Context: an optimization exercise on an open-source flow, tuned for small area. The choices shown serve that exercise and are no tape-out recipe. The RTL was checked by simulation tests, not by an equivalence proof against the original design. Power is estimated from default activity; no workload was simulated.

[flow/config.mk]
export PLATFORM = sky130hd
export DESIGN_NAME = rv_core
export DESIGN_NICKNAME = rv_core
export VERILOG_FILES = /design/flow/design.v
export SDC_FILE = /design/flow/constraint.sdc
export NUM_CORES = 4
export LEC_CHECK = 0
export CAP_MARGIN = 20
export CORE_MARGIN = 2
export CORE_UTILIZATION = 40
export PLACE_DENSITY = 0.55
export SLEW_MARGIN = 20
export SYNTH_HIERARCHICAL = 1
[flow/design.v]
`default_nettype none
package rv_pkg;
  typedef logic [31:0] word_t;
  typedef logic [4:0]  reg_idx_t;
  typedef logic [6:0]  opcode_t;
  typedef logic [2:0]  funct3_t;
  typedef logic [3:0]  byte_en_t;
  localparam opcode_t OP_LOAD   = 7'b0000011;
  localparam opcode_t OP_STORE  = 7'b0100011;
  localparam opcode_t OP_BRANCH = 7'b1100011;
  localparam opcode_t OP_JALR   = 7'b1100111;
  localparam opcode_t OP_JAL    = 7'b1101111;
  localparam opcode_t OP_OP_IMM = 7'b0010011;
  localparam opcode_t OP_OP     = 7'b0110011;
  localparam opcode_t OP_SYSTEM = 7'b1110011;
  localparam opcode_t OP_AUIPC  = 7'b0010111;
  localparam opcode_t OP_LUI    = 7'b0110111;
  localparam logic [6:0] FUNCT7_ALT = 7'b0100000;
endpackage
module rvc_inv (input logic a, output logic y);
  assign y = !a;
endmodule
module rvc_nand2 (input logic a, b, output logic y);
  assign y = !(a & b);
endmodule
module rvc_nand3 (input logic a, b, c, output logic y);
  assign y = !(a & b & c);
endmodule
module rvc_nand4 (input logic a, b, c, d, output logic y);
  assign y = !(a & b & c & d);
endmodule
module rvc_nor2 (input logic a, b, output logic y);
  assign y = !(a | b);
endmodule
module rvc_nor3 (input logic a, b, c, output logic y);
  assign y = !(a | b | c);
endmodule
module rvc_a21o (input logic a1, a2, b1, output logic y);
  assign y = (a1 & a2) | b1;
endmodule
module rvc_and2 (input logic a, b, output logic y);
  assign y = a & b;
endmodule
module rvc_or3 (input logic a, b, c, output logic y);
  assign y = a | b | c;
endmodule
module rvc_xor2 (input logic a, b, output logic y);
  assign y = a ^ b;
endmodule
module rvc_xnor2 (input logic a, b, output logic y);
  assign y = !(a ^ b);
endmodule
module rvc_a21oi (input logic a1, a2, b1, output logic y);
  assign y = !((a1 & a2) | b1);
endmodule
module rvc_a21boi (input logic a1, a2, b1n, output logic y);
  assign y = !((a1 & a2) | !b1n);
endmodule
module rvc_o21ai (input logic a1, a2, b1, output logic y);
  assign y = !((a1 | a2) & b1);
endmodule
module rvc_o22ai (input logic a1, a2, b1, b2, output logic y);
  assign y = !((a1 | a2) & (b1 | b2));
endmodule
module rvc_a22oi (input logic a1, a2, b1, b2, output logic y);
  assign y = !((a1 & a2) | (b1 & b2));
endmodule
module rvc_a22o (input logic a1, a2, b1, b2, output logic y);
  assign y = (a1 & a2) | (b1 & b2);
endmodule
module rvc_a222oi (input logic a1, a2, b1, b2, c1, c2, output logic y);
  assign y = !((a1 & a2) | (b1 & b2) | (c1 & c2));
endmodule
module rvc_mux2 (input logic s, a0, a1, output logic y);
  assign y = s ? a1 : a0;
endmodule
module rvc_mux2i (input logic s, a0, a1, output logic y);
  assign y = !(s ? a1 : a0);
endmodule
module rvc_ha (input logic a, b, output logic s, c);
  assign s = a ^ b;
  assign c = a & b;
endmodule
`default_nettype wire
`timescale 1ns/1ps
`default_nettype none
module rv_nextpc (
  input  logic [31:2] sum,
  input  logic [31:2] inc,
  input  logic        js,
  input  logic        is,
  output logic [31:2] pc_d
);
  for (genvar i = 2; i < 32; i++) begin : g_bit
    rvc_a22o u_m (.a1(sum[i]), .a2(js), .b1(inc[i]), .b2(is), .y(pc_d[i]));
  end
endmodule
`default_nettype wire
`timescale 1ns/1ps
`default_nettype none
module rv_decode (
  input  rv_pkg::word_t insn,
  output logic          is_load,
  output logic          is_store,
  output logic          is_branch,
  output logic          is_jump,
  output logic          halt,
  output logic          rd_we,
  output logic          apc,        
  output logic          ars,        
  output logic          bsel,       
  output logic          s_i,        
  output logic          s_s,
  output logic          s_ij,
  output logic          s_sb,
  output logic          s_is,
  output logic          s_isb,
  output logic          s_isjb,
  output logic          s_j,
  output logic          s_b,
  output logic          s_uj,
  output logic          s_u,
  output logic          s_imm,
  output logic          sub,
  output logic          k1,         
  output logic          nk1,
  output logic          nk2,        
  output logic          shl,
  output logic          sra,
  output logic          s_sum,
  output logic          s_log,
  output logic          s_shr,
  output logic          s_shl,
  output logic          s_slt,
  output logic          s_link
);
  logic [6:0] op;
  logic [2:0] f3;
  logic       f7_alt;
  logic       is_lui, is_auipc, is_opimm, is_op, is_jal, is_jalr, is_alu;
  logic       t_i, t_s, t_u, t_j, t_b;
  assign op     = insn[6:0];
  assign f3     = insn[14:12];
  assign f7_alt = insn[31:25] == rv_pkg::FUNCT7_ALT;
  assign is_lui    = op == rv_pkg::OP_LUI;
  assign is_auipc  = op == rv_pkg::OP_AUIPC;
  assign is_opimm  = op == rv_pkg::OP_OP_IMM;
  assign is_op     = op == rv_pkg::OP_OP;
  assign is_branch = op == rv_pkg::OP_BRANCH;
  assign is_jal    = op == rv_pkg::OP_JAL;
  assign is_jalr   = op == rv_pkg::OP_JALR;
  assign is_load   = op == rv_pkg::OP_LOAD;
  assign is_store  = op == rv_pkg::OP_STORE;
  assign halt      = insn == 32'h0000_0073;
  assign is_jump   = is_jal | is_jalr;
  assign is_alu    = is_opimm | is_op;
  assign rd_we = (is_lui | is_auipc | is_alu | is_jump | is_load) & insn[11:7] != 5'd0;
  assign apc  = is_auipc | is_jal | is_branch;
  assign ars  = !(is_auipc | is_jal | is_branch | is_lui);
  assign bsel = is_op;
  assign t_i = is_load | is_opimm | is_jalr;
  assign t_s = is_store;
  assign t_u = is_lui | is_auipc;
  assign t_j = is_jal;
  assign t_b = is_branch;
  assign s_i    = t_i;
  assign s_s    = t_s;
  assign s_ij   = t_i | t_j;
  assign s_sb   = t_s | t_b;
  assign s_is   = t_i | t_s;
  assign s_isb  = t_i | t_s | t_b;
  assign s_isjb = t_i | t_s | t_j | t_b;
  assign s_j    = t_j;
  assign s_b    = t_b;
  assign s_uj   = t_u | t_j;
  assign s_u    = t_u;
  assign s_imm  = t_i | t_s | t_u | t_j | t_b;
  assign sub  = (is_alu & !f3[2] & f3[1]) | (is_op & f3 == 3'b000 & f7_alt);
  assign k1  = !(f3[1] & f3[0]);
  assign nk1 = f3[1] & f3[0];
  assign nk2 = !f3[1];
  assign shl = !f3[2];
  assign sra = f3[2] & f7_alt & (is_op | !insn[5]);
  assign s_sum  = is_lui | is_auipc | (is_alu & f3 == 3'b000);
  assign s_log  = is_alu & f3[2] & (f3[1] | !f3[0]);
  assign s_shr  = is_alu & f3 == 3'b101;
  assign s_shl  = is_alu & f3 == 3'b001;
  assign s_slt  = is_alu & !f3[2] & f3[1];
  assign s_link = is_jump;
endmodule
`default_nettype wire
`timescale 1ns/1ps
`default_nettype none
module rv_rdbit (
  input  logic [30:0] q,
  input  logic [30:0] s,
  output logic        y
);
  logic [10:0] n;
  logic [2:0]  p;
  for (genvar g = 0; g < 10; g++) begin : g_aoi
    rvc_a222oi u_aoi (
      .a1(q[3*g]),   .a2(s[3*g]),
      .b1(q[3*g+1]), .b2(s[3*g+1]),
      .c1(q[3*g+2]), .c2(s[3*g+2]),
      .y (n[g])
    );
  end
  rvc_nand2 u_last (.a(q[30]), .b(s[30]), .y(n[10]));
  rvc_nand4 u_p0 (.a(n[0]), .b(n[1]), .c(n[2]), .d(n[3]), .y(p[0]));
  rvc_nand4 u_p1 (.a(n[4]), .b(n[5]), .c(n[6]), .d(n[7]), .y(p[1]));
  rvc_nand3 u_p2 (.a(n[8]), .b(n[9]), .c(n[10]), .y(p[2]));
  rvc_or3   u_y  (.a(p[0]), .b(p[1]), .c(p[2]), .y(y));
endmodule
module rv_idxdec (
  input  rv_pkg::reg_idx_t idx,
  output logic [7:0]       lo_n,    
  output logic [4:0]       xn
);
  for (genvar k = 0; k < 5; k++) begin : g_inv
    rvc_inv u_i (.a(idx[k]), .y(xn[k]));
  end
  for (genvar k = 0; k < 8; k++) begin : g_lo
    rvc_nand3 u_n (
      .a((k % 2) ? idx[0] : xn[0]),
      .b(((k / 2) % 2) ? idx[1] : xn[1]),
      .c(((k / 4) % 2) ? idx[2] : xn[2]),
      .y(lo_n[k])
    );
  end
endmodule
module rv_rddec (
  input  rv_pkg::reg_idx_t idx,
  output logic [31:1]      sel
);
  logic [7:0] lo_n;
  logic [4:0] xn;
  logic [3:0] hi_n;
  rv_idxdec i_lo (.idx, .lo_n, .xn);
  for (genvar m = 0; m < 4; m++) begin : g_hi
    rvc_nand2 u_n (.a((m % 2) ? idx[3] : xn[3]), .b(((m / 2) % 2) ? idx[4] : xn[4]), .y(hi_n[m]));
  end
  for (genvar i = 1; i < 32; i++) begin : g_row
    rvc_nor2 u_s (.a(lo_n[i % 8]), .b(hi_n[i / 8]), .y(sel[i]));
  end
endmodule
module rv_wrdec (
  input  logic             rst,
  input  rv_pkg::reg_idx_t idx,
  input  logic             we,
  output logic [31:1]      hold,
  output logic [31:1]      load
);
  logic [7:0] lo_n;
  logic [4:0] xn;
  logic [3:0] hi_n;
  logic       rst_n;
  rv_idxdec i_lo (.idx, .lo_n, .xn);
  rvc_inv u_r (.a(rst), .y(rst_n));
  for (genvar m = 0; m < 4; m++) begin : g_hi
    rvc_nand4 u_n (.a((m % 2) ? idx[3] : xn[3]), .b(((m / 2) % 2) ? idx[4] : xn[4]), .c(we), .d(rst_n), .y(hi_n[m]));
  end
  for (genvar i = 1; i < 32; i++) begin : g_row
    rvc_nor2 u_l (.a(lo_n[i % 8]), .b(hi_n[i / 8]), .y(load[i]));
    rvc_nor2 u_h (.a(load[i]), .b(rst), .y(hold[i]));
  end
endmodule
module rv_regfile (
  input  logic              rst,
  input  rv_pkg::reg_idx_t  rs1_idx,
  input  rv_pkg::reg_idx_t  rs2_idx,
  input  rv_pkg::reg_idx_t  rd_idx,
  input  logic              rd_we,
  input  rv_pkg::word_t     rd_val,
  input  logic [31:1][31:0] regs_q,
  output logic [31:1][31:0] regs_d,
  output rv_pkg::word_t     rs1_val,
  output rv_pkg::word_t     rs2_val
);
  logic [31:1] hold, load, sel1, sel2;
  rv_wrdec i_wr (.rst, .idx(rd_idx), .we(rd_we), .hold, .load);
  rv_rddec i_r1 (.idx(rs1_idx), .sel(sel1));
  rv_rddec i_r2 (.idx(rs2_idx), .sel(sel2));
  for (genvar i = 1; i < 32; i++) begin : g_row
    for (genvar b = 0; b < 32; b++) begin : g_bit
      rvc_a22o u_hold (.a1(regs_q[i][b]), .a2(hold[i]), .b1(rd_val[b]), .b2(load[i]), .y(regs_d[i][b]));
    end
  end
  for (genvar b = 0; b < 32; b++) begin : g_rd
    logic [30:0] col;
    for (genvar i = 1; i < 32; i++) begin : g_col
      assign col[i-1] = regs_q[i][b];
    end
    rv_rdbit u_rs1 (.q(col), .s(sel1), .y(rs1_val[b]));
    rv_rdbit u_rs2 (.q(col), .s(sel2), .y(rs2_val[b]));
  end
endmodule
`default_nettype wire
`timescale 1ns/1ps
`default_nettype none
module rv_opsel (
  input  logic [31:2]   pc,
  input  rv_pkg::word_t rs1,
  input  rv_pkg::word_t rs2,
  input  rv_pkg::word_t insn,
  input  logic          apc,
  input  logic          ars,
  input  logic          bsel,
  input  logic          s_i,
  input  logic          s_s,
  input  logic          s_ij,
  input  logic          s_sb,
  input  logic          s_is,
  input  logic          s_isb,
  input  logic          s_isjb,
  input  logic          s_j,
  input  logic          s_b,
  input  logic          s_uj,
  input  logic          s_u,
  input  logic          s_imm,
  input  logic          sub,
  output rv_pkg::word_t a,
  output rv_pkg::word_t bx
);
  rv_pkg::word_t bn;
  for (genvar i = 0; i < 32; i++) begin : g_bit
    if (i < 2) begin : g_alo
      rvc_and2 u_a (.a(rs1[i]), .b(ars), .y(a[i]));
    end else begin : g_ahi
      rvc_a22o u_a (.a1(pc[i]), .a2(apc), .b1(rs1[i]), .b2(ars), .y(a[i]));
    end
    if (i == 0) begin : g_b0
      rvc_a222oi u_b (.a1(rs2[i]), .a2(bsel), .b1(insn[20]), .b2(s_i), .c1(insn[7]), .c2(s_s), .y(bn[i]));
    end else if (i < 5) begin : g_b4
      rvc_a222oi u_b (.a1(rs2[i]), .a2(bsel), .b1(insn[20+i]), .b2(s_ij), .c1(insn[7+i]), .c2(s_sb), .y(bn[i]));
    end else if (i < 11) begin : g_b10
      rvc_a222oi u_b (.a1(rs2[i]), .a2(bsel), .b1(insn[20+i]), .b2(s_isjb), .c1(insn[20+i]), .c2(s_isjb), .y(bn[i]));
    end else if (i == 11) begin : g_b11
      logic n1, n2;
      rvc_a222oi u_b1 (.a1(rs2[i]), .a2(bsel), .b1(insn[31]), .b2(s_is), .c1(insn[20]), .c2(s_j), .y(n1));
      rvc_nand2  u_b2 (.a(insn[7]), .b(s_b), .y(n2));
      rvc_and2   u_b  (.a(n1), .b(n2), .y(bn[i]));
    end else if (i < 20) begin : g_b19
      rvc_a222oi u_b (.a1(rs2[i]), .a2(bsel), .b1(insn[31]), .b2(s_isb), .c1(insn[i]), .c2(s_uj), .y(bn[i]));
    end else if (i < 31) begin : g_b30
      rvc_a222oi u_b (.a1(rs2[i]), .a2(bsel), .b1(insn[31]), .b2(s_isjb), .c1(insn[i]), .c2(s_u), .y(bn[i]));
    end else begin : g_b31
      rvc_a222oi u_b (.a1(rs2[i]), .a2(bsel), .b1(insn[31]), .b2(s_imm), .c1(insn[31]), .c2(s_imm), .y(bn[i]));
    end
    rvc_xnor2 u_x (.a(bn[i]), .b(sub), .y(bx[i]));
  end
endmodule
module rv_alu (
  input  rv_pkg::word_t a,
  input  rv_pkg::word_t bx,
  input  logic          cin,
  input  logic          k1,
  input  logic          nk1,
  input  logic          nk2,
  output rv_pkg::word_t sum,
  output rv_pkg::word_t lg,
  output rv_pkg::word_t pv,     
  output logic          cout
);
  logic [31:0] cc;
  logic [8:0]  bc;      
  rv_pkg::word_t gn;
  assign bc[0] = cin;
  for (genvar k = 0; k < 8; k++) begin : g_blk
    logic t1, t2n, bg, pa, bp;
    assign cc[4*k] = bc[k];
    for (genvar j = 0; j < 4; j++) begin : g_bit
      localparam int I = 4 * k + j;
      rvc_nand2 u_g (.a(a[I]), .b(bx[I]), .y(gn[I]));
      if (j % 2 == 0) begin : g_even
        logic t;
        rvc_xor2   u_p (.a(a[I]), .b(bx[I]), .y(pv[I]));
        rvc_mux2i  u_c (.s(pv[I]), .a0(a[I]), .a1(cc[I]), .y(cc[I+1]));
        rvc_xor2   u_s (.a(pv[I]), .b(cc[I]), .y(sum[I]));
        rvc_nand2  u_t (.a(pv[I]), .b(k1), .y(t));
        rvc_o21ai  u_l (.a1(gn[I]), .a2(nk2), .b1(t), .y(lg[I]));
      end else begin : g_odd
        rvc_xnor2  u_p (.a(a[I]), .b(bx[I]), .y(pv[I]));
        if (j == 1) begin : g_c
          rvc_o21ai u_c (.a1(pv[I]), .a2(cc[I]), .b1(gn[I]), .y(cc[I+1]));
        end
        rvc_xor2   u_s (.a(pv[I]), .b(cc[I]), .y(sum[I]));
        rvc_o22ai  u_l (.a1(pv[I]), .a2(nk1), .b1(gn[I]), .b2(nk2), .y(lg[I]));
      end
    end
    rvc_o21ai u_t1 (.a1(pv[4*k+1]), .a2(gn[4*k]), .b1(gn[4*k+1]), .y(t1));
    rvc_mux2i u_t2 (.s(pv[4*k+2]), .a0(a[4*k+2]), .a1(t1), .y(t2n));
    rvc_o21ai u_bg (.a1(pv[4*k+3]), .a2(t2n), .b1(gn[4*k+3]), .y(bg));
    rvc_nand2 u_pa (.a(pv[4*k]), .b(pv[4*k+2]), .y(pa));
    rvc_nor3  u_bp (.a(pa), .b(pv[4*k+1]), .c(pv[4*k+3]), .y(bp));
    if (k < 7) begin : g_bc
      rvc_a21o u_bc (.a1(bp), .a2(bc[k]), .b1(bg), .y(bc[k+1]));
    end else begin : g_co
      rvc_a21o u_bc (.a1(bp), .a2(bc[k]), .b1(bg), .y(cout));
    end
  end
endmodule
module rv_cmp (
  input  rv_pkg::word_t rs1,
  input  rv_pkg::word_t rs2,
  output rv_pkg::word_t q,       
  output logic          cout     
);
  logic [31:1] cc;     
  for (genvar i = 0; i < 32; i++) begin : g_bit
    rvc_xnor2 u_q (.a(rs1[i]), .b(rs2[i]), .y(q[i]));
  end
  rvc_nor2 u_c0 (.a(q[0]), .b(rs1[0]), .y(cc[1]));
  for (genvar i = 1; i < 32; i++) begin : g_c
    if (i % 2 == 1) begin : g_odd
      if (i < 31) begin : g_m
        rvc_mux2i u_c (.s(q[i]), .a0(rs2[i]), .a1(cc[i]), .y(cc[i+1]));
      end else begin : g_o
        rvc_mux2i u_c (.s(q[i]), .a0(rs2[i]), .a1(cc[i]), .y(cout));
      end
    end else begin : g_even
      rvc_mux2i u_c (.s(q[i]), .a0(rs1[i]), .a1(cc[i]), .y(cc[i+1]));
    end
  end
endmodule
module rv_eq (
  input  rv_pkg::word_t q,
  output logic          eq
);
  assign eq = &q;
endmodule
module rv_inc (
  input  logic [31:2] pc,
  input  logic        ci,
  output logic [31:2] inc
);
  logic [31:3] c;
  rvc_ha u_ha2 (.a(pc[2]), .b(ci), .s(inc[2]), .c(c[3]));
  for (genvar i = 3; i < 31; i++) begin : g_bit
    rvc_ha u_ha (.a(pc[i]), .b(c[i]), .s(inc[i]), .c(c[i+1]));
  end
  rvc_xor2 u_top (.a(pc[31]), .b(c[31]), .y(inc[31]));
endmodule
module rv_shift (
  input  rv_pkg::word_t rs1,
  input  logic [4:0]    sh,
  input  logic          shl,
  input  logic          sra,
  output rv_pkg::word_t shr
);
  logic fill, fill_n;
  rv_pkg::word_t x_n, y1, y2_n, y3, y4_n;
  rvc_and2  u_f  (.a(sra), .b(rs1[31]), .y(fill));
  rvc_nand2 u_fn (.a(sra), .b(rs1[31]), .y(fill_n));
  for (genvar i = 0; i < 32; i++) begin : g_bit
    rvc_mux2i u_r  (.s(shl),   .a0(rs1[i]),  .a1(rs1[31-i]), .y(x_n[i]));
    rvc_mux2i u_l1 (.s(sh[4]), .a0(x_n[i]),  .a1(i + 16 < 32 ? x_n[(i+16)%32] : fill_n), .y(y1[i]));
    rvc_mux2i u_l2 (.s(sh[3]), .a0(y1[i]),   .a1(i + 8 < 32 ? y1[(i+8)%32] : fill),      .y(y2_n[i]));
    rvc_mux2i u_l3 (.s(sh[2]), .a0(y2_n[i]), .a1(i + 4 < 32 ? y2_n[(i+4)%32] : fill_n),  .y(y3[i]));
    rvc_mux2i u_l4 (.s(sh[1]), .a0(y3[i]),   .a1(i + 2 < 32 ? y3[(i+2)%32] : fill),      .y(y4_n[i]));
    rvc_mux2i u_l5 (.s(sh[0]), .a0(y4_n[i]), .a1(i + 1 < 32 ? y4_n[(i+1)%32] : fill_n),  .y(shr[i]));
  end
endmodule
module rv_branch (
  input  logic [2:0] f3,
  input  logic       rst,
  input  logic       is_branch,
  input  logic       is_jump,
  input  logic       eq,
  input  logic       ccout,      
  input  logic       q31,        
  input  logic       rs1_31,
  input  logic       cout,       
  input  logic       pn31,       
  input  logic       a31,
  output logic       js,
  output logic       is,
  output logic       sltv
);
  logic bltu, blt, cond, taken, ltu, lt;
  assign bltu  = !ccout;
  assign blt   = q31 ? bltu : rs1_31;
  assign cond  = f3[2] ? (f3[1] ? bltu : blt) : eq;
  assign taken = is_branch & (f3[2] | !f3[1]) & (cond ^ f3[0]);
  assign js = (is_jump | taken) & !rst;
  assign is = !(is_jump | taken) & !rst;
  assign ltu  = !cout;
  assign lt   = pn31 ? a31 : ltu;
  assign sltv = f3[0] ? ltu : lt;
endmodule
module rv_wb (
  input  rv_pkg::word_t sum,
  input  rv_pkg::word_t lg,
  input  rv_pkg::word_t shr,
  input  logic [31:2]   link,
  input  rv_pkg::word_t rdata,
  input  logic          sltv,
  input  logic          s_sum,
  input  logic          s_log,
  input  logic          s_shr,
  input  logic          s_shl,
  input  logic          s_slt,
  input  logic          s_link,
  input  logic          r0,
  input  logic          r8,
  input  logic          r16,
  input  logic          r24,
  input  logic          r0h,
  input  logic          r16h,
  input  logic          r0w,
  input  logic          fill8n,
  input  logic          fill16n,
  output rv_pkg::word_t rd_val
);
  for (genvar i = 0; i < 32; i++) begin : g_bit
    logic n1, n2;
    rvc_a222oi u_1 (.a1(sum[i]), .a2(s_sum), .b1(lg[i]), .b2(s_log), .c1(shr[i]), .c2(s_shr), .y(n1));
    if (i == 0) begin : g_b0
      logic n3;
      rvc_a222oi u_2 (.a1(shr[31-i]), .a2(s_shl), .b1(rdata[i]), .b2(r0), .c1(rdata[i+8]), .c2(r8), .y(n2));
      rvc_a222oi u_3 (.a1(rdata[i+16]), .a2(r16), .b1(rdata[i+24]), .b2(r24), .c1(sltv), .c2(s_slt), .y(n3));
      rvc_nand3  u_y (.a(n1), .b(n2), .c(n3), .y(rd_val[i]));
    end else if (i == 1) begin : g_b1
      logic n3, n4;
      rvc_a222oi u_2 (.a1(shr[31-i]), .a2(s_shl), .b1(rdata[i]), .b2(r0), .c1(rdata[i+8]), .c2(r8), .y(n2));
      rvc_nand2  u_3 (.a(rdata[i+16]), .b(r16), .y(n3));
      rvc_nand2  u_4 (.a(rdata[i+24]), .b(r24), .y(n4));
      rvc_nand4  u_y (.a(n1), .b(n2), .c(n3), .d(n4), .y(rd_val[i]));
    end else if (i < 8) begin : g_byte
      logic n3;
      rvc_a222oi u_2 (.a1(shr[31-i]), .a2(s_shl), .b1(link[i]), .b2(s_link), .c1(rdata[i]), .c2(r0), .y(n2));
      rvc_a222oi u_3 (.a1(rdata[i+8]), .a2(r8), .b1(rdata[i+16]), .b2(r16), .c1(rdata[i+24]), .c2(r24), .y(n3));
      rvc_nand3  u_y (.a(n1), .b(n2), .c(n3), .y(rd_val[i]));
    end else if (i < 16) begin : g_half
      logic n3;
      rvc_a222oi u_2 (.a1(shr[31-i]), .a2(s_shl), .b1(link[i]), .b2(s_link), .c1(rdata[i]), .c2(r0h), .y(n2));
      rvc_nand2  u_3 (.a(rdata[i+16]), .b(r16h), .y(n3));
      rvc_nand4  u_y (.a(n1), .b(n2), .c(n3), .d(fill8n), .y(rd_val[i]));
    end else begin : g_word
      rvc_a222oi u_2 (.a1(shr[31-i]), .a2(s_shl), .b1(link[i]), .b2(s_link), .c1(rdata[i]), .c2(r0w), .y(n2));
      rvc_nand3  u_y (.a(n1), .b(n2), .c(fill16n), .y(rd_val[i]));
    end
  end
endmodule
module rv_execute (
  input  logic          rst,
  input  logic [31:2]   pc,
  input  rv_pkg::word_t insn,
  input  rv_pkg::word_t rs1_val,
  input  rv_pkg::word_t rs2_val,
  input  rv_pkg::word_t dmem_rdata,
  output rv_pkg::word_t sum,
  output logic [31:2]   pc_d,
  output rv_pkg::word_t rd_val,
  output logic          rd_we,
  output logic          is_store,
  output logic          halt
);
  logic          is_load, is_branch, is_jump;
  logic          apc, ars, bsel, sub, k1, nk1, nk2, shl, sra;
  logic          s_i, s_s, s_ij, s_sb, s_is, s_isb, s_isjb, s_j, s_b, s_uj, s_u, s_imm;
  logic          s_sum, s_log, s_shr, s_shl, s_slt, s_link;
  rv_pkg::word_t a, bx, lg, shr, pv, q;
  logic [31:2]   inc;
  logic          cout, ccout, eq, js, is, sltv, halt_n;
  logic          r0, r8, r16, r24, r0h, r16h, r0w, fill8n, fill16n;
  rv_decode i_dec (.*);
  rv_opsel i_opsel (
    .pc, .rs1(rs1_val), .rs2(rs2_val), .insn, .apc, .ars, .bsel,
    .s_i, .s_s, .s_ij, .s_sb, .s_is, .s_isb, .s_isjb, .s_j, .s_b, .s_uj, .s_u, .s_imm, .sub, .a, .bx
  );
  rv_alu i_alu (.a, .bx, .cin(sub), .k1, .nk1, .nk2, .sum, .lg, .pv, .cout);
  rv_cmp i_cmp (.rs1(rs1_val), .rs2(rs2_val), .q, .cout(ccout));
  rv_eq i_eq (.q, .eq);
  rvc_inv u_halt_n (.a(halt), .y(halt_n));
  rv_inc i_inc (.pc, .ci(halt_n), .inc);
  rv_shift i_shift (.rs1(rs1_val), .sh(bx[4:0]), .shl, .sra, .shr);
  rv_branch i_br (
    .f3(insn[14:12]), .rst, .is_branch, .is_jump, .eq, .ccout, .q31(q[31]),
    .rs1_31(rs1_val[31]), .cout, .pn31(pv[31]), .a31(a[31]), .js, .is, .sltv
  );
  rv_ldsel i_ldsel (
    .f3(insn[14:12]), .is_load, .lane(sum[1:0]),
    .sb({dmem_rdata[31], dmem_rdata[23], dmem_rdata[15], dmem_rdata[7]}),
    .r0, .r8, .r16, .r24, .r0h, .r16h, .r0w, .fill8n, .fill16n
  );
  rv_wb i_wb (
    .sum, .lg, .shr, .link(inc), .rdata(dmem_rdata), .sltv,
    .s_sum, .s_log, .s_shr, .s_shl, .s_slt, .s_link,
    .r0, .r8, .r16, .r24, .r0h, .r16h, .r0w, .fill8n, .fill16n, .rd_val
  );
  rv_nextpc i_next (.sum(sum[31:2]), .inc, .js, .is, .pc_d);
endmodule
`default_nettype wire
`timescale 1ns/1ps
`default_nettype none
module rv_ldsel (
  input  rv_pkg::funct3_t f3,
  input  logic            is_load,
  input  logic [1:0]      lane,
  input  logic [3:0]      sb,        
  output logic            r0,        
  output logic            r8,        
  output logic            r16,       
  output logic            r24,       
  output logic            r0h,       
  output logic            r16h,      
  output logic            r0w,       
  output logic            fill8n,    
  output logic            fill16n    
);
  logic word, half, byte_, sign;
  assign word  = f3[1];
  assign half  = !f3[1] & f3[0];
  assign byte_ = !f3[1] & !f3[0];
  assign r0   = is_load & (word | (half & !lane[1]) | (byte_ & lane == 2'd0));
  assign r8   = is_load & byte_ & lane == 2'd1;
  assign r16  = is_load & ((half & lane[1]) | (byte_ & lane == 2'd2));
  assign r24  = is_load & byte_ & lane == 2'd3;
  assign r0h  = is_load & (word | (half & !lane[1]));
  assign r16h = is_load & half & lane[1];
  assign r0w  = is_load & word;
  assign sign    = !f3[2] & (half ? sb[{lane[1], 1'b1}] : sb[lane]);
  assign fill8n  = !(is_load & byte_ & sign);
  assign fill16n = !(is_load & !word & sign);
endmodule
module rv_store (
  input  logic             rst,
  input  logic             is_store,
  input  rv_pkg::funct3_t  f3,
  input  logic [1:0]       lane,
  input  rv_pkg::word_t    rs2,
  output logic [31:8]      wdata,    
  output rv_pkg::byte_en_t be
);
  logic hw, hw_n, w, w_n;
  assign hw   = f3[1] | f3[0];
  assign hw_n = !hw;
  assign w    = f3[1];
  assign w_n  = !f3[1];
  for (genvar i = 0; i < 8; i++) begin : g_bit
    rvc_a22o u_1 (.a1(rs2[i+8]),  .a2(hw), .b1(rs2[i]),      .b2(hw_n), .y(wdata[i+8]));
    rvc_a22o u_2 (.a1(rs2[i+16]), .a2(w),  .b1(rs2[i]),      .b2(w_n),  .y(wdata[i+16]));
    rvc_a22o u_3 (.a1(rs2[i+24]), .a2(w),  .b1(wdata[i+8]),  .b2(w_n),  .y(wdata[i+24]));
  end
  always_comb begin
    be = 4'b0000;
    if (is_store && !rst) begin
      case (f3)
        3'b000:  be = 4'b0001 << lane;
        3'b001:  be = lane[1] ? 4'b1100 : 4'b0011;
        3'b010:  be = 4'b1111;
        default: be = 4'b0000;
      endcase
    end
  end
endmodule
`default_nettype wire
`timescale 1ns/1ps
`default_nettype none
module rv_core #(
  parameter rv_pkg::word_t RESET_PC = '0
) (
  input  logic             clk,
  input  logic             rst,
  output rv_pkg::word_t    pc,
  input  rv_pkg::word_t    insn,
  output rv_pkg::word_t    dmem_addr,
  output rv_pkg::word_t    dmem_wdata,
  output rv_pkg::byte_en_t dmem_be,
  input  rv_pkg::word_t    dmem_rdata,
  output logic             halt
);
  logic [31:1][31:0] regs_q, regs_d;
  logic [31:2]       pc_q, pc_d;
  rv_pkg::word_t rs1_val;
  rv_pkg::word_t rs2_val;
  rv_pkg::word_t rd_val;
  rv_pkg::word_t sum;
  logic          rd_we;
  logic          is_store;
  always_ff @(posedge clk) begin
    regs_q <= regs_d;
    pc_q   <= pc_d;
  end
  assign pc        = {pc_q, 2'b00};
  assign dmem_addr = {sum[31:2], 2'b00};
  assign dmem_wdata[7:0] = rs2_val[7:0];
  rv_regfile i_regfile (
    .rst,
    .rs1_idx (insn[19:15]),
    .rs2_idx (insn[24:20]),
    .rd_idx  (insn[11:7]),
    .rd_we, .rd_val, .regs_q, .regs_d, .rs1_val, .rs2_val
  );
  rv_execute i_execute (
    .rst, .pc(pc_q), .insn, .rs1_val, .rs2_val, .dmem_rdata,
    .sum, .pc_d, .rd_val, .rd_we, .is_store, .halt
  );
  rv_store i_store (
    .rst, .is_store, .f3(insn[14:12]), .lane(sum[1:0]), .rs2(rs2_val),
    .wdata(dmem_wdata[31:8]), .be(dmem_be)
  );
endmodule
`default_nettype wire
[flow/constraint.sdc]
create_clock -name core_clock -period 12.0 [get_ports {clk}]
set_input_delay 2.4000 -clock core_clock [delete_from_list [all_inputs] [get_ports {clk}]]
set_output_delay 2.4000 -clock core_clock [all_outputs]
set_load 0.01 [all_outputs]
[flow/flow/run.sh]
#!/bin/bash
# Own layout flow: the standard ORFS flow (standard.sh, unchanged synthesis,
# floorplan, power grid and tap cells), with these ORFS settings changed:
#  - ports buffered with the smallest buffer (the resizer upsizes where needed)
#  - clock tree built from small clock buffers in small clusters, without
#    dummy loads
# Everything the tools print goes to flow.log here; ORFS keeps its per-step
# logs under orfs/logs.
set -euo pipefail
export BUFFER_PORTS_ARGS="-buffer_cell sky130_fd_sc_hd__buf_1"
export CTS_ARGS="-sink_clustering_enable -repair_clock_nets -dont_use_dummy_load -buf_list {sky130_fd_sc_hd__clkbuf_4 sky130_fd_sc_hd__clkbuf_8} -root_buf sky130_fd_sc_hd__clkbuf_8 -sink_clustering_buffer sky130_fd_sc_hd__clkbuf_4 -sink_clustering_size 8 -sink_clustering_max_diameter 40"
bash standard.sh > flow.log 2>&1
[flow/standard.sh]
#!/bin/bash
# synth_recipe.tcl (not shown) runs the flow's synth.tcl, then flattens the netlist and writes it again
# the make line also repeats each setting of config.mk as NAME=value (left out here)
make -C /OpenROAD-flow-scripts/flow DESIGN_CONFIG=/design/flow/config.mk WORK_HOME=/design/flow/orfs CLKGATE_MAP_FILE= SYNTH_SCRIPT=/design/flow/synth_recipe.tcl "${@:-finish}"
==> metrics.yaml, run 1 <==
status: "timing/DRC/antenna clean"
die-area_sq_mm: 0.117
nFillCells: 10700
arrival_ps: 9410
worstSetupPathType: "in2out"
syn_area_per_cell_sq_um: 11.2
die_h_um: 342
core_area_sq_mm: 0.113
drv_slew: 0
grtUsageMet3: 0.145
synth_top_area_frac: 0.449
yosys.cell_types.count: 54
nNetsFinal: 4687
vias: 47800
grt_util_met2: 0.569
syn_area_sq_mm: 0.0456
placed_cell_area_sq_mm: 0.0506
cp.required_ps: 9600
fin_ws_ps: 187
fin_skew_ps: 136
htreeDepth: 4
antenna_found_initial: 29
cts_inserted_buffers: 166
drive_gt1_frac: 0.118
synth_seq_area_share: 0.449
drcViolationCount: 0
drt_first_pass_iters: 15
first_iter_violations: 11600
clk_latency_ps: 890
cts-resized-gates: 0
cts_tree: "done"
synth_edf_count: 0
grt_overflow: 0
io_pins: 167
worstHoldStart: "regs_q[609]$_DFF_P_"
synth_top_flop_cell: "dfxtp_1"
crit_path_start_kind: "primary input"
grt_max_degree: 35
synthAdderAreaFrac: 0.00795
numPlacedInstances: 5922
leakagePower_nw: 18.5
die_w_um: 342
rows: 123
wl_mm: 249
cts_sinks: 1022
busiest_layer: "met2"
dpl.hpwl_mm: 168
hold_buffers: 0
syn_to_final_growth_pct: 14.1
crit_fanout: 29
maxCapViolations: 0
synth_xor_area_frac: 0.0250
crit_path_end_kind: "primary output"
root_buffer: "clkbuf_8"
slew_headroom: 0.173
postLayoutCellArea_sq_mm: 0.0521
worst-r2r-setup-slack_ps: 4310
reg2reg_depth: 43
worstReg2RegEnd: "pc_q[29]$_DFF_P_"
synth_top_cells_by_area: "dfxtp_1 (45%), a22o_1 (21%), a222oi_1 (16%)"
rsz0062_at_grt: "false"
min_to: "regs_q[609]$_DFF_P_"
grtUsageMet1: 0.547
max_freq_mhz: 84.7
whs_path_depth: 1
track_usage: 0.409
place.port_buffers: 162
clock_path_buffers: 3
synthArstFlopShare: 0
grt_pass1_wl_mm: 345
ys_ff_latch: 1022
finalSetupViolations: 0
power_mw: 5.66
grt_pass1_vias: 43200
synth_top_family_by_area: "compound AO/OA/AOI/OAI gates"
gp_congestion: 1.06
vias_per_cell: 7.83
post-route-period-util: 0.984
power_density_mw_per_mm2: 109
yosysTopAreaCell: "dfxtp_1"
min_path_type: "reg2reg"
worst_slew_pin_slew_ps: 1240
synthMuxAreaShare: 0.0550
initial_core_util: 0.404
pre_cts_ws_ps: 469
ys_warn_count: 8
irDropWorstVdd_uv: 101
synth-simple-area-share: 0.0773
hold_violations: 0
r2r-start: "regs_q[288]$_DFF_P_"
post-cts-setup-buffers: 0
path_clk_slew_ps: 60
ant_nets: 0
setup-tns-final_ps: 0
wl_per_cell_um: 40.8
stdcell_count: 6106
synth_compound_area_frac: 0.382
fin_crit_ps: 11810
synth_cells: 4072
==> registers in the layout (all words and copies together), names as in the netlist <==
| signal | flops |
|---|---|
| pc_q | 30 |
| regs_q | 992 |
==> where the power goes <==
part           leakage (nW)  switching (mW)  internal (mW)
combinational          9.51           0.271         0.0611
clock                 0.808            1.23          0.699
sequential             8.23         0.00300           3.39
==> layout make-up <==
cell class,instances,area (sq um),area share
well taps,1500,1880,0.0360
repair buffers,360,2170,0.0416
multi-input cells,3013,26100,0.501
flip-flops and latches,1022,20500,0.393
clock buffers,166,1350,0.0260
diodes,16,40.0,0.000769
inverters,29,109,0.00209
==> logic make-up (layout without fill, tap and decap cells) <==
| group | after synthesis | count (layout) |
|---|---|---|
| AO/OA/AOI/OAI | 1912 | 1912 |
| buffers and inverters | 40 | 555 |
| adder cells (fa/ha/maj) | 29 | 29 |
| XOR/XNOR | 130 | 130 |
| AND/OR/NAND/NOR | 688 | 688 |
| other | 1 | 20 |
| flip-flops | 1022 | 1022 |
| multiplexers | 250 | 250 |
==> through the flow <==
stage,hold slack [ps],util
2_1_floorplan,477,-
3_3_place_gp,487,0.448
3_5_place_dp,494,0.449
4_1_cts,513,0.461
5_1_grt,522,0.461
6_report,511,0.462
==> cells in the final DEF (no fill, tap or decap), types with 8 or more instances in the layout <==
master	synthesis	routed
diode_2	0	16
dfxtp_1	1022	1022
o21ai_1	43	43
o22ai_1	16	16
xnor2_1	81	76
nor2_1	143	18
nand4_1	150	150
a21o_1	8	8
mux2i_1	249	249
clkbuf_8	0	17
a222oi_1	743	743
nand3_1	117	99
xor2_1	49	49
clkbuf_4	0	150
ha_1	29	29
buf_4	7	194
and2_1	8	8
nand2_1	151	151
buf_1	0	161
inv_1	29	29
nor3_2	8	10
nor2_4	0	118
a22o_1	1076	1076
nand3_2	1	19
or3_1	64	64
==> routing by layer <==
layer  share of wire  up-vias
met5         0.00037        -
met4           0.062       16
met3            0.15      643
met2            0.40     4087
met1            0.39    23600
li1                -    19500
==> worst max-delay path: stages <==
cell	delay, ps
buf_1	210
buf_4	230
nand2_1	490
buf_4	280
nor2_4	70
buf_4	300
a222oi_1	460
nand4_1	330
or3_1	580
a222oi_1	420
xnor2_1	150
xnor2_1	470
o21ai_1	150
mux2i_1	180
o21ai_1	100
a21o_1	260
a21o_1	230
a21o_1	200
a21o_1	210
a21o_1	310
a21o_1	260
mux2i_1	220
o21ai_1	140
mux2i_1	190
xor2_1	360
buf_1	200
==> Yosys cell counts (all sizes together) (5+ instances only) <==
cell       n
a22o    1076
dfxtp   1022
a222oi   743
mux2i    249
nand2    151
nand4    150
nor2     143
nand3    118
xnor2     81
or3       66
xor2      49
o21ai     47
ha        29
inv       29
nor3      17
o22ai     16
buf       11
a21o       8
a21oi      8
and2       8
nand2b     7
nor2b      5
==> worst max path at each step <==
stage               startpoint             to  slack (ps)
detailed placement    insn[23]  dmem_addr[31]         470
global placement      insn[23]  dmem_addr[31]         610
CTS                   insn[23]  dmem_addr[31]         450
floorplan             insn[23]  dmem_addr[31]           6
global route          insn[23]  dmem_addr[31]          40
finish                insn[23]  dmem_addr[31]         190
==> modules after synthesis, one instance, submodules excluded, excerpt <==
module,cell area (sq um),flip-flops and latches,cells inside
rv_core,20500,1022,1027
rv_decode,492,0,77
rv_ldsel,163,0,24
rv_store,83.8,0,16
rvc_ha,12.5,0,1
rvc_mux2i,10.0,0,1
rvc_nor3,10.0,0,1
rvc_a22o,8.76,0,1
rvc_xnor2,8.76,0,1
rvc_a21o,7.51,0,1
rvc_or3,6.26,0,1
rvc_o21ai,5.00,0,1
rvc_nor2,3.75,0,1
==> run 2, diff against run 1 <==
--- a/flow/config.mk
+++ b/flow/config.mk
@@ -9,5 +9,5 @@
 export CORE_MARGIN = 2
 export CORE_UTILIZATION = 40
-export PLACE_DENSITY = 0.55
+export PLACE_DENSITY = 0.65
 export SLEW_MARGIN = 20
 export SYNTH_HIERARCHICAL = 1
==> run 2 against run 1 <==
Net effect:
- still clean
- routed wire length down 6.1%
- total power decreased by 0.58%
- sequential cell count is the same
- die area is the same
- hold slack improved by 3.2 ps
- clock-buffer cell count decreased by 3
- first-iteration DRC count is 4.2% higher
- clock skew down 19 ps
- register-to-register slack worse by 150 ps
- sequential share of layout area is 0.17 points higher
- critical path type unchanged
- largest power group unchanged
==> metrics.yaml, run 2 <==
wl_per_cell_um: 38.4
ys_warn_count: 8
syn_area_sq_mm: 0.0456
die_w_um: 342
setup-tns-final_ps: 0
min_path_type: "reg2reg"
place.port_buffers: 162
critPathBufInv: 3
status: "timing/DRC/antenna clean"
cts_sinks: 1022
rsz0062_at_grt: "false"
fin_crit_ps: 11680
synth_xor_area_frac: 0.0250
core_area_sq_mm: 0.113
pwr-share-clk: 0.339
regMostFlops: "regs_q"
clk_latency_ps: 890
die-area_sq_mm: 0.117
netSwitchingFraction: 0.265
placed_cell_area_sq_mm: 0.0505
synth_top_family_by_area: "compound AO/OA/AOI/OAI gates"
wl_mm: 234
power_switching_mw: 1.49
yosys-top-cells-count: "a22o_1 (1076), dfxtp_1 (1022), a222oi_1 (743), mux2i_1 (249), nand2_1 (151)"
htreeDepth: 4
synthArstFlopShare: 0
final_common_cell: "a22o_1"
path_cells: "buf_1 -> inv_1 -> nand2_1 -> nor2_4 -> a222oi_1 -> nand4_1 -> or3_1 -> a222oi_1 -> xnor2_1 -> xnor2_1 -> o21ai_1 -> mux2i_1 -> o21ai_1 -> a21o_1 -> a21o_1 -> a21o_1 -> a21o_1 -> a21o_1 -> a21o_1 -> mux2i_1 -> o21ai_1 -> mux2i_1 -> xor2_1 -> buf_1"
arrival_ps: 9280
maxCapViolations: 0
p_seq_frac: 0.603
antenna_found_initial: 16
top_regs: "regs_q: 992 flops, pc_q: 30 flops"
hold_violations: 0
power_density_mw_per_mm2: 109
numPlacedInstances: 5923
stdcell_count: 6094
synth_compound_area_frac: 0.382
postLayoutCellArea_sq_mm: 0.0518
vias_per_cell: 7.91
synthMuxAreaShare: 0.0550
path_clk_slew_ps: 70
yosysTopAreaCell: "dfxtp_1"
drcViolationCount: 0
cts-resized-gates: 0
worst_path_most_repeated_cell: "a21o_1"
slew_headroom: 0.161
ant_nets: 0
max_freq_mhz: 85.6
yosys.cell_types.count: 54
rows: 123
initial_core_util: 0.404
drv_slew: 0
cts_inserted_buffers: 163
vias: 48200
ys_ff_latch: 1022
hold_buffers: 0
dpl.hpwl_mm: 157
crit_path_end_kind: "primary output"
finalSetupViolations: 0
grt_pass1_wl_mm: 329
worstSetupPathType: "in2out"
largest_reg_flops: 992
drt_first_pass_iters: 15
cts_tree: "done"
synth_cells: 4072
nNetsFinal: 4684
crit_slowest_cell: "or3_1"
synth_edf_count: 0
worst_slew_pin_slew_ps: 1260
gp_congestion: 1.10
grt_overflow: 0
synth_top_flop_cell: "dfxtp_1"
synth_top_cells_by_area: "dfxtp_1 (45%), a22o_1 (21%), a222oi_1 (16%)"
crit_path_max_incr_delay_ps: 600
synth_top_area_frac: 0.449
final_cell_mix: "a22o_1 (1076), dfxtp_1 (1022), a222oi_1 (743)"
synth.most_common_cell: "a22o_1"
syn_area_per_cell_sq_um: 11.2
synthAdderAreaFrac: 0.00795
crit_path_start_kind: "primary input"
cp.required_ps: 9600
track_usage: 0.383
leakagePower_nw: 18.4
p_comb_frac: 0.058
root_buffer: "clkbuf_8"
nFillCells: 10700
first_iter_violations: 12100
internal_power_mw: 4.14
io_pins: 167
critPathTopFamily: "compound AO/OA/AOI/OAI gates"
post-cts-setup-buffers: 0
irDropWorstVdd_uv: 101
grt_pass1_vias: 43600
die_h_um: 342
drive_gt1_frac: 0.113
fin_skew_ps: 117
synth_seq_area_share: 0.449
grt_max_degree: 35
clock_path_buffers: 3
syn_to_final_growth_pct: 13.6
synth-simple-area-share: 0.0773
crit_fanout: 18
post-route-period-util: 0.973
-- run 2: cell counts after synthesis --
Identical to the previous run, type by type.
-- run 2: power groups by stage --
stage	clock [mW]	sequential, mW	combinational (mW)
after floorplan	0	3.47	0.136
after global placement	0	3.47	0.306
after detailed placement	0	3.47	0.306
after CTS	1.92	3.39	0.306
after global routing	2.06	3.39	0.323
final	1.91	3.39	0.325
-- run 2: final timing paths --
kind                         endpoint  depth (start not counted)  slack, ps                 from
setup / recovery        dmem_addr[31]                         24        320             insn[23]
hold / removal    regs_q[971]$_DFF_P_                          1        510  regs_q[971]$_DFF_P_
setup reg to reg      pc_q[5]$_DFF_P_                         43       4160  regs_q[576]$_DFF_P_
hold reg to reg   regs_q[971]$_DFF_P_                          1        510  regs_q[971]$_DFF_P_
-- run 2: cells by family (layout without fill, tap and decap cells) --
logic type / after synthesis / in the layout
flops: 1022 / 1022
xor+xnor: 130 / 130
fa+ha+maj: 29 / 29
simple gates: 688 / 688
mux: 250 / 250
compound gates: 1912 / 1912
buf+inv: 40 / 552
other cells: 1 / 11
-- run 2: final cells by class --
cell class,instances,area (sq um),area share
Antenna cell,7,17.5,0.000338
Clock buffer,163,1330,0.0257
Inverter,29,109,0.00210
Multi-Input combinational cell,3013,25900,0.500
Sequential cell,1022,20500,0.395
Tap cell,1500,1880,0.0362
Timing Repair Buffer,360,2110,0.0407
-- run 2: per-module statistics from Yosys, one instance, submodules excluded, excerpt --
module	flip-flops and latches	cells inside	times used	cell area [sq um]
rv_decode	0	77	1	492
rvc_xor2	0	1	49	8.76
rv_core	1022	1027	1	20500
rvc_nor3	0	1	8	10.0
rvc_ha	0	1	29	12.5
rvc_nand4	0	1	141	6.26
rvc_nand3	0	1	111	5.00
rvc_mux2i	0	1	247	10.0
rv_ldsel	0	24	1	163
rvc_or3	0	1	64	6.26
rvc_a21o	0	1	8	7.51
rv_store	0	16	1	83.8
rvc_xnor2	0	1	80	8.76
rvc_inv	0	1	17	3.75
rvc_and2	0	1	4	6.26
-- run 2: per-stage QoR --
stage	power, mW	setup slack, ps	utilization	hold slack [ps]
floorplan	3.61	5.63	-	477
global placement	3.78	651	0.447	487
detailed placement	3.78	640	0.447	492
CTS	5.62	610	0.459	512
global route	5.77	166	0.459	527
finish	5.62	321	0.460	515
-- run 2: metal layers --
metal  GRT usage  up-vias  wire length (um)  share of wire
met4       0.242       14             18800          0.080
met2       0.544     4362             94200           0.40
met5           0        -               150        0.00064
li1            -    19500                 -              -
met3       0.119      886             34100           0.15
met1       0.501    23500             86900           0.37
==> run 3, diff against run 2 <==
==> flow/run.sh (new file) <==
#!/bin/bash
# synth_recipe.tcl (not shown) runs the flow's synth.tcl, then flattens the netlist and writes it again
# the make line also repeats each setting of config.mk as NAME=value (left out here)
make -C /OpenROAD-flow-scripts/flow DESIGN_CONFIG=/design/flow/config.mk WORK_HOME=/design/flow/orfs CLKGATE_MAP_FILE= SYNTH_SCRIPT=/design/flow/synth_recipe.tcl finish
--- a/flow/config.mk
+++ b/flow/config.mk
@@ -8,6 +8,7 @@
 export CAP_MARGIN = 20
 export CORE_MARGIN = 2
-export CORE_UTILIZATION = 40
-export PLACE_DENSITY = 0.65
+export CORE_UTILIZATION = 35
+export CTS_BUF_LIST = sky130_fd_sc_hd__clkbuf_4 sky130_fd_sc_hd__clkbuf_8
+export PLACE_DENSITY = 0.5
 export SLEW_MARGIN = 20
 export SYNTH_HIERARCHICAL = 1
removed: flow/flow/run.sh
removed: flow/standard.sh
==> run 3 against run 2 <==
Net effect:
- still clean
- total power up 29%
- combinational power up 13%
- routed wire length up 8.5%
- via count down 0.80%
- sequential cell count unchanged
- utilization down 2.4 points
- critical endpoint unchanged
==> metrics.yaml, run 3 <==
slew_headroom: 0.0877
cts_sinks: 1022
irDropWorstVdd_uv: 80.2
wl_per_cell_um: 38.9
critPathBufInv: 4
path_cells: "clkdlybuf4s50_1 -> inv_1 -> nand3_1 -> nor2_4 -> a222oi_1 -> nand4_1 -> or3_1 -> a22o_1 -> xnor2_1 -> o21ai_1 -> mux2i_1 -> o21ai_1 -> a21o_1 -> a21o_1 -> a21o_1 -> a21o_2 -> a21o_1 -> mux2i_1 -> o21ai_1 -> mux2i_1 -> xor2_1 -> buf_4 -> clkdlybuf4s50_1"
grt_pass1_wl_mm: 349
hold_violations: 0
die_h_um: 365
min_path_type: "reg2reg"
synth_edf_count: 0
leakagePower_nw: 20.5
yosys-top-cells-count: "a22o_1 (1076), dfxtp_1 (1022), a222oi_1 (743), mux2i_1 (249), nand2_1 (151)"
grt_pass1_vias: 43600
core_area_sq_mm: 0.129
crit_path_start_kind: "primary input"
clock_path_buffers: 3
status: "timing/DRC/antenna clean"
synth_top_flop_cell: "dfxtp_1"
drcViolationCount: 0
fin_skew_ps: 74.9
yosys.cell_types.count: 54
die-area_sq_mm: 0.133
dpl.hpwl_mm: 172
fin_ws_ps: 171
vias_per_cell: 7.32
grt_overflow: 0
initial_core_util: 0.352
htreeDepth: 4
synth_top_area_frac: 0.449
setup-tns-final_ps: 0
critPathTopFamily: "compound AO/OA/AOI/OAI gates"
crit_path_max_incr_delay_ps: 760
top_regs: "regs_q: 992 flops, pc_q: 30 flops"
path_clk_slew_ps: 60
final_common_cell: "a22o_1"
die_w_um: 365
synthArstFlopShare: 0
post-cts-setup-buffers: 0
drive_gt1_frac: 0.155
wl_mm: 254
nFillCells: 12300
cts_tree: "done"
ant_nets: 0
crit_slowest_cell: "clkdlybuf4s50_1"
track_usage: 0.365
cp.required_ps: 9600
syn_area_sq_mm: 0.0456
gp_congestion: 1.03
vias: 47800
regMostFlops: "regs_q"
worstSetupPathType: "in2out"
hold_buffers: 0
antenna_found_initial: 9
power_density_mw_per_mm2: 129
synth_top_cells_by_area: "dfxtp_1 (45%), a22o_1 (21%), a222oi_1 (16%)"
arrival_ps: 9430
syn_to_final_growth_pct: 23.8
nNetsFinal: 4743
final_cell_mix: "a22o_1 (1076), dfxtp_1 (1022), a222oi_1 (743)"
io_pins: 167
cts-resized-gates: 0
crit_fanout: 22
cts_inserted_buffers: 179
fin_crit_ps: 11830
rsz0062_at_grt: "false"
synth_cells: 4072
drt_first_pass_iters: 15
place.port_buffers: 162
first_iter_violations: 10600
worst_slew_pin_slew_ps: 1370
syn_area_per_cell_sq_um: 11.2
drv_slew: 0
pre_cts_ws_ps: 145
ys_warn_count: 8
ys_ff_latch: 1022
worst_path_most_repeated_cell: "a21o_1"
largest_reg_flops: 992
synth.most_common_cell: "a22o_1"
synth_seq_area_share: 0.449
rows: 132
crit_path_end_kind: "primary output"
finalSetupViolations: 0
yosysTopAreaCell: "dfxtp_1"
root_buffer: "clkbuf_8"
maxCapViolations: 0
clk_latency_ps: 950
post-route-period-util: 0.986
max_freq_mhz: 84.5
grt_max_degree: 35
[run 3: Yosys stat by module (local to each module, per instance), a selection]
| module | cell area, sq um | flip-flops and latches | cells inside | copies in the design |
|---|---|---|---|---|
| rv_decode | 492 | 0 | 77 | 1 |
| rv_branch | 128 | 0 | 19 | 1 |
| rv_store | 83.8 | 0 | 16 | 1 |
| rv_eq | 68.8 | 0 | 11 | 1 |
| rvc_nor3 | 10.0 | 0 | 1 | 8 |
| rvc_xnor2 | 8.76 | 0 | 1 | 80 |
| rvc_a21o | 7.51 | 0 | 1 | 8 |
| rvc_and2 | 6.26 | 0 | 1 | 4 |
| rvc_nand4 | 6.26 | 0 | 1 | 141 |
| rvc_nor2 | 3.75 | 0 | 1 | 125 |
| rvc_inv | 3.75 | 0 | 1 | 17 |
[run 3: final cells by class]
cell class,instances,area [sq um],share of cell area
Multi-Input combinational cell,3015,26100,0.463
Sequential cell,1022,20500,0.362
Timing Repair Buffer,401,3660,0.0649
Clock buffer,278,3440,0.0610
Tap cell,1742,2180,0.0386
Clock inverter,39,449,0.00796
Inverter,29,109,0.00193
Antenna cell,9,22.5,0.000399
[run 3: stage by stage]
step	total power, mW	area [sq um]	util	std cells	hold slack [ps]
2_1_floorplan	3.61	45900	-	4075	477
3_3_place_gp	3.81	52200	0.403	6195	488
3_5_place_dp	3.82	52400	0.405	6205	492
4_1_cts	7.29	56300	0.435	6522	510
5_1_grt	7.46	56400	0.436	6530	522
6_report	7.28	56500	0.436	6535	508
[run 3: final timing paths]
kind                            start                   to  slack (ps)  cells after the start
setup / recovery             insn[15]        dmem_addr[31]         170                     23
hold / removal    regs_q[964]$_DFF_P_  regs_q[964]$_DFF_P_         510                      1
hold reg to reg   regs_q[964]$_DFF_P_  regs_q[964]$_DFF_P_         510                      1
setup reg to reg  regs_q[192]$_DFF_P_      pc_q[5]$_DFF_P_        4260                     43
[run 3: where the power goes]
group | switching (mW) | internal, mW | total [mW] | leakage [nW]
combinational | 0.276 | 0.0908 | 0.367 | 10.2
sequential | 0.00206 | 3.39 | 3.40 | 8.23
clock | 1.58 | 1.93 | 3.51 | 2.08
total | 1.86 | 5.42 | 7.28 | 20.5
[run 3: cells by family (layout without fill, tap and decap cells)]
group                    after synthesis  count (layout)  share of synthesized area
other                                  1              13                  0.0000822
AO/OA/AOI/OAI                       1912            1912                      0.382
buffers and inverters                 40             747                    0.00411
adder cells (fa/ha/maj)               29              29                    0.00795
flip-flops                          1022            1022                      0.449
multiplexers                         250             250                     0.0550
AND/OR/NAND/NOR                      688             690                     0.0773
XOR/XNOR                             130             130                     0.0250
[run 3: routing by layer]
layer | global-route usage | share of wire | routed length (um) | vias to the layer above
met5 | 0 | 0.000063 | 16 | -
met4 | 0.183 | 0.055 | 14100 | 2
met3 | 0.104 | 0.13 | 33000 | 537
met2 | 0.517 | 0.41 | 103000 | 3706
met1 | 0.503 | 0.41 | 104000 | 23900
li1 | - | - | - | 19700

re-timing with driven ports:
How much do the figures lean on ideal ports? The routed layouts below were timed once more, with nothing changed but the port constraints. Step 1 assumes that a clkbuf_16 drives the clock port and a buf_2 every other input. Step 2 moves the port delays by t, midway between the first and last clock arrival at a register: inputs arrive t later, outputs are due t later. That takes back most of the time a late clock gives input paths. a / b / c = ideal / step 1 / step 2; a / b = the first two.
run	shift t [ns]	slack for setup (ns)	hold WS [ns]
run 1	0.890	0.187 / 0.154 / 0.154	0.511 / 0.511 / 0.511
run 2	0.898	0.321 / 0.286 / 0.286	0.515 / 0.515 / 0.515
run 3	0.987	0.171 / 0.022 / 0.022	0.508 / 0.508 / 0.508
After both steps every run listed still meets setup and hold. The setup slack of run 3, which loses most, moves by -0.149 ns with the drivers and by -0.149 ns with both steps.
